What follows belongs to an exercise in optimizing a design on an open flow for small area, a short achievable clock period and few clock cycles per item; a production flow would make more cautious choices. The RTL of this run was laid out without a check of its function. Power is estimated from default activity; no workload was simulated.

===== flow/config.mk =====
export PLATFORM = sky130hd
export DESIGN_NAME = ser_top
export DESIGN_NICKNAME = ser_top
export VERILOG_FILES = /design/flow/design.v
export SDC_FILE = /design/flow/constraint.sdc
export NUM_CORES = 4
export LEC_CHECK = 0
export CAP_MARGIN = 20
export CORE_MARGIN = 2
export CORE_UTILIZATION = 40
export SLEW_MARGIN = 20

===== flow/constraint.sdc =====
create_clock -name core_clock -period 11.0 [get_ports {clk}]
set_input_delay 2.2000 -clock core_clock [delete_from_list [all_inputs] [get_ports {clk}]]
set_output_delay 2.2000 -clock core_clock [all_outputs]
set_load 0.01 [all_outputs]

===== flow/design.v =====
package ser_pkg;
    typedef struct packed {
        logic [29-1:0] field_id;
        logic [5-1:0]     field_type;
        logic                       nested;
    } table_entry_t;
    typedef struct packed {
        logic                       valid;
        logic                       write;
        logic [64-1:0]     addr;
        logic [10-1:0][7:0] data;
        logic [10-1:0]      lane_en;
    } mem_req_t;
    typedef struct packed {
        logic        valid;
        logic [63:0] data;
    } mem_rsp_t;
    typedef struct packed {
        logic [31:0] hi;
        logic [31:0] lo;
    } value_halves_t;
    typedef union packed {
        logic [63:0]   full;
        value_halves_t half;
    } value_word_u;
    typedef struct packed {
        logic                   start;
        logic [63:0]            value;
        logic [64-1:0] end_addr;
    } write_cmd_t;
    function automatic logic [3:0] varint_length(input logic [63:0] value);
        logic [3:0] len;
        len = 4'd1;
        for (int i = 1; i < 10; i++)
        begin
            if ((value >> (7 * i)) != 64'd0)
                len = 4'(i + 1);
        end
        varint_length = len;
    endfunction
endpackage
`timescale 1ns/1ns
module nest_stack (
    input  logic                       clk,
    input  logic                       reset,
    input  logic                       push,
    input  logic                       pop,
    input  logic [29-1:0] push_field_id,
    input  logic [64-1:0]     push_write_point,
    output logic [29-1:0] top_field_id,
    output logic [64-1:0]     top_write_point
);
    localparam int PTR_W = $clog2(16);
    logic [29-1:0] id_mem [16];
    logic [64-1:0]     wp_mem [16];
    logic [PTR_W-1:0]           count;
    logic [PTR_W-1:0]           top_idx;
    assign top_idx = count - PTR_W'(1);
    assign top_field_id = id_mem[top_idx];
    assign top_write_point = wp_mem[top_idx];
    always_ff @(posedge clk)
    begin
        if (push)
        begin
            id_mem[count] <= push_field_id;
            wp_mem[count] <= push_write_point;
        end
    end
    always_ff @(posedge clk)
    begin
        if (reset)
            count <= '0;
        else if (push)
            count <= count + 1'b1;
        else if (pop)
            count <= count - 1'b1;
    end
endmodule
`timescale 1ns/1ns
module ser_top
(
    input  logic                       clk,
    input  logic                       reset,
    input  logic                       en,
    input  logic                       entry_valid,
    input  logic [29-1:0] entry_field_id,
    input  logic [5-1:0]     entry_type,
    input  logic                       entry_nested,
    input  logic [64-1:0]     addr,
    input  logic                       mem_rsp_valid,
    input  logic [63:0]                mem_rsp_data,
    output logic                       mem_req_valid,
    output logic                       mem_req_write,
    output logic [64-1:0]     mem_req_addr,
    output logic [8*10-1:0]    mem_req_data,
    output logic [10-1:0]      mem_req_lane_en,
    output logic                       ready,
    output logic                       done,
    output logic [64-1:0]     write_point
);
    localparam int NQ = 4;                  
    localparam int ND = 3;                  
    localparam int QP = $clog2(NQ);
    localparam int DP = $clog2(ND);
    localparam int C_I32 = 0;
    localparam int C_U32 = 1;
    localparam int C_S32 = 2;
    localparam int C_S64 = 3;
    logic                       ready_q;
    logic                       accept;
    logic                       in_close;
    logic                       in_scalar;
    logic [3:0]                 in_cls;
    logic [4:0]                 in_kl;           
    assign ready = ready_q;
    assign accept = ready_q && en && entry_valid;
    assign in_close = !entry_nested && (entry_field_id == '0);
    assign in_scalar = !entry_nested && (entry_field_id != '0);
    always_comb
    begin
        in_cls = '0;
        in_cls[C_I32] = (entry_type == 5'd5);
        in_cls[C_U32] = (entry_type == 5'd13);
        in_cls[C_S32] = (entry_type == 5'd17);
        in_cls[C_S64] = (entry_type == 5'd18);
    end
    function automatic logic [4:0] key_len_oh(input logic [28:0] id);
        logic [4:0] oh;
        if (id[28:25] != '0)      oh = 5'b10000;
        else if (id[24:18] != '0) oh = 5'b01000;
        else if (id[17:11] != '0) oh = 5'b00100;
        else if (id[10:4] != '0)  oh = 5'b00010;
        else                      oh = 5'b00001;
        key_len_oh = oh;
    endfunction
    assign in_kl = key_len_oh(entry_field_id);
    logic                   a_rd;
    logic [64-1:0] a_addr;
    always_ff @(posedge clk)
    begin
        a_addr <= addr;
        a_rd <= !reset && accept && in_scalar;
    end
    logic                       q_nest  [NQ];
    logic                       q_close [NQ];
    logic [29-1:0] q_id    [NQ];
    logic [3:0]                 q_cls   [NQ];
    logic [4:0]                 q_kl    [NQ];
    logic [QP-1:0]              q_head;
    logic [QP-1:0]              q_tail;
    logic [QP:0]                q_cnt;
    logic                       q_pop;
    always_ff @(posedge clk)
    begin
        for (int i = 0; i < NQ; i++)
        begin
            if (q_tail == QP'(i) && q_cnt != (QP+1)'(NQ))
            begin
                q_nest[i] <= entry_nested;
                q_close[i] <= in_close;
                q_id[i] <= entry_field_id;
                q_cls[i] <= in_cls;
                q_kl[i] <= in_kl;
            end
        end
    end
    function automatic logic [QP-1:0] q_next(input logic [QP-1:0] p);
        q_next = (p == QP'(NQ - 1)) ? '0 : p + 1'b1;
    endfunction
    logic [63:0]   r_data [ND];
    logic [DP-1:0] r_head;
    logic [DP-1:0] r_tail;
    logic [DP:0]   r_cnt;
    logic [DP:0]   s_cnt;           
    logic          r_pop;
    always_ff @(posedge clk)
    begin
        for (int i = 0; i < ND; i++)
        begin
            if (r_tail == DP'(i) && r_cnt != (DP+1)'(ND))
                r_data[i] <= mem_rsp_data;
        end
    end
    function automatic logic [DP-1:0] r_next(input logic [DP-1:0] p);
        r_next = (p == DP'(ND - 1)) ? '0 : p + 1'b1;
    endfunction
    logic                       push;
    logic                       pop;
    logic [29-1:0] top_id;
    logic [64-1:0]     top_wp;
    logic [64-1:0]     wp;
    assign write_point = wp;
    logic                       h_nest;
    logic                       h_close;
    logic [29-1:0] h_id;
    logic [3:0]                 h_cls;
    logic [4:0]                 h_kl;
    logic [63:0]                h_word;
    logic                       h_valid;
    logic                       r_avail;
    assign h_nest = q_nest[q_head];
    assign h_close = q_close[q_head];
    assign h_id = q_id[q_head];
    assign h_cls = q_cls[q_head];
    assign h_kl = q_kl[q_head];
    assign h_word = r_data[r_head];
    assign h_valid = (q_cnt != '0);
    assign r_avail = (r_cnt != '0);
    nest_stack stack (
        .clk              (clk),
        .reset            (reset),
        .push             (push),
        .pop              (pop),
        .push_field_id    (h_id),
        .push_write_point (wp),
        .top_field_id     (top_id),
        .top_write_point  (top_wp)
    );
    logic [63:0] cl_val;
    logic [4:0]  cl_kl;
    logic        cl_ok;
    logic        p_ph;              
    always_ff @(posedge clk)
    begin
        if (!(p_ph && h_close))
        begin
            cl_val <= top_wp - wp;
            cl_kl <= key_len_oh(top_id);
        end
    end
    logic                   w_v;
    logic                   w_wr;
    logic                   w_fin;
    logic [64-1:0] w_addr;
    logic [79:0]            w_data;
    logic [9:0]             w_lanes;
    logic                   w_issue;
    logic                   w_room;
    assign w_issue = w_v && !(a_rd && w_wr);
    assign w_room = !w_v || w_issue;
    logic [63:0]   v;
    logic [31:0]   key;
    logic [4:0]    kl;
    logic [9:0]    vnz;             
    logic [4:0]    knz;
    logic [3:0]    vlen;
    logic [3:0]    klen;
    logic [3:0]    tl;
    logic [7:0]    vb [10];
    logic [7:0]    kb [5];
    logic [7:0]    sb [15];
    logic [4:0]    lo_diff;
    logic [64-1:0] wp_new;
    always_comb
    begin
        if (h_close)
            v = cl_val;
        else if (h_cls[C_I32])
            v = {{32{h_word[31]}}, h_word[31:0]};
        else if (h_cls[C_U32])
            v = {32'd0, h_word[31:0]};
        else if (h_cls[C_S32])
            v = {32'd0, {h_word[30:0], 1'b0} ^ {32{h_word[31]}}};
        else if (h_cls[C_S64])
            v = {h_word[62:0], 1'b0} ^ {64{h_word[63]}};
        else
            v = h_word;
        key = h_close ? {top_id, 3'd2} : {h_id, 3'd0};
        kl = h_close ? cl_kl : h_kl;
        vnz[0] = 1'b1;
        for (int i = 1; i < 10; i++)
            vnz[i] = ((v >> (7*i)) != '0);
        knz[0] = 1'b1;
        for (int i = 1; i < 5; i++)
            knz[i] = ((key >> (7*i)) != '0);
        for (int i = 0; i < 9; i++)
            vb[i] = {vnz[i+1], v[7*i +: 7]};
        vb[9] = {7'd0, v[63]};
        for (int i = 0; i < 4; i++)
            kb[i] = {knz[i+1], key[7*i +: 7]};
        kb[4] = {4'd0, key[31:28]};
        vlen = 4'd0;
        for (int i = 0; i < 10; i++)
            vlen = vlen + 4'(vnz[i]);
        klen = 4'd0;
        for (int i = 0; i < 5; i++)
            if (kl[i])
                klen = 4'(i + 1);
        tl = vlen + klen;
        for (int j = 0; j < 15; j++)
        begin
            sb[j] = '0;
            for (int k = 0; k < 5; k++)
            begin
                if (kl[k])
                begin
                    if (j <= k)
                        sb[j] = kb[j];
                    else if (j - k - 1 < 10)
                        sb[j] = vb[j - k - 1];
                end
            end
        end
        lo_diff = {1'b0, wp[3:0]} - {1'b0, tl};
        wp_new = {lo_diff[4] ? wp[63:4] - 60'd1 : wp[63:4], lo_diff[3:0]};
    end
    logic p_go;                     
    logic p_first;                  
    always_comb
    begin
        p_go = 1'b0;
        if (h_valid && w_room)
        begin
            if (h_nest)
                p_go = 1'b1;
            else if (h_close)
                p_go = p_ph || cl_ok;
            else
                p_go = r_avail;
        end
        p_first = p_go && !p_ph;
        push = p_go && h_nest;
        pop = p_first && h_close;
        q_pop = p_go && (h_nest || p_ph || tl <= 4'd10);
        r_pop = q_pop && !h_nest && !h_close;
    end
    always_ff @(posedge clk)
    begin
        if (reset)
        begin
            ready_q <= 1'b1;
            q_head <= '0;
            q_tail <= '0;
            q_cnt <= '0;
            r_head <= '0;
            r_tail <= '0;
            r_cnt <= '0;
            s_cnt <= '0;
            wp <= 64'h300;
            cl_ok <= 1'b0;
            p_ph <= 1'b0;
            w_v <= 1'b0;
        end
        else
        begin
            if (accept)
                q_tail <= q_next(q_tail);
            if (q_pop)
                q_head <= q_next(q_head);
            q_cnt <= q_cnt + (QP+1)'(accept) - (QP+1)'(q_pop);
            if (mem_rsp_valid)
                r_tail <= r_next(r_tail);
            if (r_pop)
                r_head <= r_next(r_head);
            r_cnt <= r_cnt + (DP+1)'(mem_rsp_valid) - (DP+1)'(r_pop);
            s_cnt <= s_cnt + (DP+1)'(accept && in_scalar) - (DP+1)'(r_pop);
            ready_q <= ((q_cnt + (QP+1)'(accept) - (QP+1)'(q_pop)) < (QP+1)'(NQ)) &&
                       ((s_cnt + (DP+1)'(accept && in_scalar) - (DP+1)'(r_pop)) < (DP+1)'(ND));
            cl_ok <= !p_first;
            if (w_issue)
                w_v <= 1'b0;
            if (p_go)
            begin
                w_v <= 1'b1;
                if (h_nest)
                begin
                    w_wr <= 1'b0;
                    w_fin <= 1'b1;
                end
                else if (!p_ph)
                begin
                    w_wr <= 1'b1;
                    w_fin <= (tl <= 4'd10);
                    w_addr <= wp_new;
                    for (int j = 0; j < 10; j++)
                    begin
                        w_data[8*j +: 8] <= sb[j];
                        w_lanes[j] <= (4'(j) < tl);
                    end
                    wp <= wp_new;
                    p_ph <= (tl > 4'd10);
                end
                else
                begin
                    w_wr <= 1'b1;
                    w_fin <= 1'b1;
                    w_addr <= wp + 64'd10;
                    for (int j = 0; j < 10; j++)
                    begin
                        w_data[8*j +: 8] <= (j < 5) ? sb[j + 10] : 8'd0;
                        w_lanes[j] <= (5'(j + 10) < {1'b0, tl});
                    end
                    p_ph <= 1'b0;
                end
            end
        end
    end
    assign done = w_v && w_fin && w_issue;
    assign mem_req_valid = a_rd || (w_v && w_wr);
    assign mem_req_write = !a_rd;
    assign mem_req_addr = a_rd ? a_addr : w_addr;
    assign mem_req_data = w_data;
    assign mem_req_lane_en = w_lanes;
endmodule

===== flow/run.sh =====
#!/bin/bash
# synth_recipe.tcl (not shown) runs the flow's synth.tcl, then flattens the netlist and writes it again
# the make line also repeats each setting of config.mk as NAME=value (left out here)
make -C /OpenROAD-flow-scripts/flow DESIGN_CONFIG=/design/flow/config.mk WORK_HOME=/design/flow/orfs CLKGATE_MAP_FILE= SYNTH_SCRIPT=/design/flow/synth_recipe.tcl finish

==> impl_metrics.toml <==
[setup_path]
cp_data_arrival_time_ns = 11.13
cp_max_fo = 17
end_kind = "flip-flop"
start_kind = "flip-flop"
crit_slowest_cell = "a222oi_1"
cpPeakStageDelay_ns = 0.75
critPathRequiredTime_ns = 11.63
worstSetupPathType = "flip-flop to flip-flop"

[power_and_ir_drop]
switchingPower_mw = 15.7
switching_share = 0.417
pwr-share-seq = 0.304
p_clk_frac = 0.209
total_power_mw = 37.5
pwr-share-comb = 0.486
p_per_area_nw_per_um2 = 341
ir_drop_mv = 0.360
intPower_mw = 21.9
leakage_nw = 35.3

[drt]
drt_wl_total_mm = 294
vias_per_cell = 5.98
post-route-drc-count = 0
wl_per_cell_um = 31.1
drtIter0Drc = 7181
drtPass1Iterations = 6
vias = 56583
ant_nets = 0

[placement]
dpl.hpwl_mm = 185
place_ws_ns = 0.719
io_buffer_count = 389
gp_congestion = 0.967

[sta]
final.setup_skew_ns = 0.105
setup_tns_ns = 0
setup_viol = 0
hold_ws_ns = 0.521
final-hold-violation-count = 0
max_freq_ghz = 0.0953
period_share = 0.954
tightest_slew_ns = 1.25
slew_headroom = 0.163
worst_slack_ns = 0.505
slew_viol_final = 0
rsz0062_at_grt = "false"
fin_crit_ns = 10.50

[synth]
syn_avg_cell_area_um2 = 16.7
ys_types = 100
synth_area_leaders = "edfxtp_1 (66%), mux4_2 (11%), dfxtp_1 (3.3%)"
synth_top_area_frac = 0.662
ys_warn_count = 11
synth_top_cell_by_area = "edfxtp_1"
syn-num-nets = 5885
synthArstFlopShare = 0
ys_ff_latch = 2219
synth_edf_count = 2065
syn_inst = 5608
yosysSeqAreaShare = 0.695
synthFlopType = "edfxtp_1"
synth_area_um2 = 93700

[floorplanning]
core_area_um2 = 233000
dieWidth_um = 488
rows = 177
die_area_um2 = 238000
ios = 390
die_height_um = 488
initial_utilization = 0.402

[clocking]
cts_root_buffer = "clkbuf_16"
cts_resized = 0
htreeDepth = 4
holdBufCountCts = 0
clock-sinks = 2219
clock_path_buffers = 3
postCtsSetupRepairBufs = 0
tritoncts = "done"
clk_pin_slew_ns = 0.06
cts_made_buffers = 226
clkLatencyLatePin_ns = 0.92

[final_layout]
final_cell_mix = "edfxtp_1 (2065), mux4_2 (458), clkdlybuf4s50_1 (388)"
drive_above_1_share = 0.192
multi_input_area_um2 = 27000
fillers = 19690
mostFrequentLayoutCell = "edfxtp_1"
register_area_um2 = 65100
utilization = 0.473
fin_nets = 6403
synthToLayoutAreaGrowth_pct = 17.5

[global_route]
gr-total-overflow = 0
grt_pass1_wl_mm = 413
grt_antenna_before_repair = 17
grtUsageTotal = 0.243
grt_max_degree = 116
grt_pass1_vias = 54826

[run_status]
outcome = "timing/DRC/antenna clean"

[job]
drv_cap = 0

[worst_hold_path]
min_path_type = "flip-flop to flip-flop"
==> metrics by stage <==
step | area [um^2] | std cells
floorplan | 93700 | 5608
global placement | 102000 | 9025
detailed placement | 102000 | 9026
CTS | 110000 | 9449
global route | 110000 | 9455
finish | 110000 | 9459
==> area by class of cell <==
class	instances	share of cell area
Sequential cell	2219	0.591
Multi-Input combinational cell	2906	0.245
Clock buffer	277	0.0542
Timing Repair Buffer	621	0.0531
Tap cell	3132	0.0356
Clock inverter	146	0.0152
Inverter	152	0.00518
Antenna cell	6	0.000136
==> worst max-delay path: cells and delay by family, from the launching register on <==
kind | cells | cell delay, ns
and+or+nand+nor | 10 | 3.32
adders and majority gates | 7 | 2.70
AOI/OAI and AO/OA | 7 | 2.66
buffers and inverters | 7 | 0.66
DFF | 1 | 0.41
muxes | 1 | 0.24
xor gates and xnor gates | 2 | 0.22
==> path summary, 6_finish.rpt <==
kind,start,slack [ns],end,depth (start not counted)
worst max register to register,q_head[0],0.50,w_addr[61],34
worst max-delay path,q_head[0],0.50,w_addr[61],34
worst min register to register,wp[58],0.52,stack.wp_mem[1][58],0
worst min-delay path,wp[58],0.52,stack.wp_mem[1][58],0
==> power groups by stage <==
stage | combinational, mW | sequential, mW | clock (mW)
floorplan | 10.6 | 11.4 | 0
global placement | 17.8 | 11.5 | 0
detailed placement | 17.8 | 11.6 | 0
CTS | 17.9 | 11.4 | 7.98
global route | 19.1 | 11.5 | 8.30
finish | 18.3 | 11.4 | 7.86
==> cells in the mapped netlist (all sizes together), types with 10 or more instances <==
master / count
o21ai: 178
dfxtp: 154
or3: 29
xor2: 43
nand4: 37
a221o: 16
a31oi: 30
buf: 133
o211ai: 23
xnor2: 198
a221oi: 73
a21o: 55
a21oi: 317
or2: 10
o21a: 14
a211oi: 48
clkbuf: 198
o22ai: 52
nor3: 87
mux4: 458
inv: 151
fa: 11
and2: 11
o221ai: 13
and3: 16
mux2i: 60
or4: 15
mux2: 80
nor2b: 25
edfxtp: 2065
o21bai: 17
nor4: 46
a222oi: 42
nor2: 315
nand2: 232
nand2b: 14
nand3: 51
a22oi: 58
a22o: 33
ha: 98
==> flip-flops by register name (all words and copies together), names as in the netlist, 4 cells and up <==
name and flops:
stack.wp_mem 1024, stack.id_mem 464, r_data 192, q_id 116
w_data 80, a_addr 64, cl_val 64, w_addr 64
wp 64, q_kl 20, q_cls 16, w_lanes 10
cl_kl 5, q_close 4, q_nest 4, stack.count 4
==> kinds of logic after synthesis <==
| group | synth area share |
|---|---|
| simple gates | 0.0468 |
| buf+inv | 0.0206 |
| flops | 0.695 |
| fa+ha+maj | 0.0154 |
| compound gates | 0.0736 |
| mux | 0.126 |
| xor+xnor | 0.0225 |
==> layer usage <==
| metal | vias to the layer above | global-route usage | wire [um] |
|---|---|---|---|
| met4 | 4 | 0.0966 | 12300 |
| met5 | - | 0 | 19 |
| met2 | 2884 | 0.368 | 133000 |
| met3 | 509 | 0.0504 | 25900 |
| li1 | 23606 | - | - |
| met1 | 29580 | 0.343 | 123000 |

==> static timing again, ports no longer ideal <==
The results above use ideal ports. As a check the final layout listed here was re-extracted and re-timed, cells and wires unchanged. Step 1 assumes that a clkbuf_16 drives the clock port and a buf_2 every other input. Step 2, shift: input delay + t, output delay - t, t = (earliest + latest rising clock arrival at the registers) / 2. This alone moves slack from input paths to output paths. Slacks: ideal ports / drivers / drivers and shift; pairs: ideal ports / drivers.
t (ns): 0.962
setup slack, ns: 0.505 / 0.505 / 0.505
worst setup path at the end: register to register
clock arrival spread, ns: 0.110 / 0.110
worst slew at a driven data input, ns: 0.08
After both steps setup and hold are still met in this run. For this run, drivers alone change the setup slack by 0.000 ns; drivers and shift together by 0.000 ns.
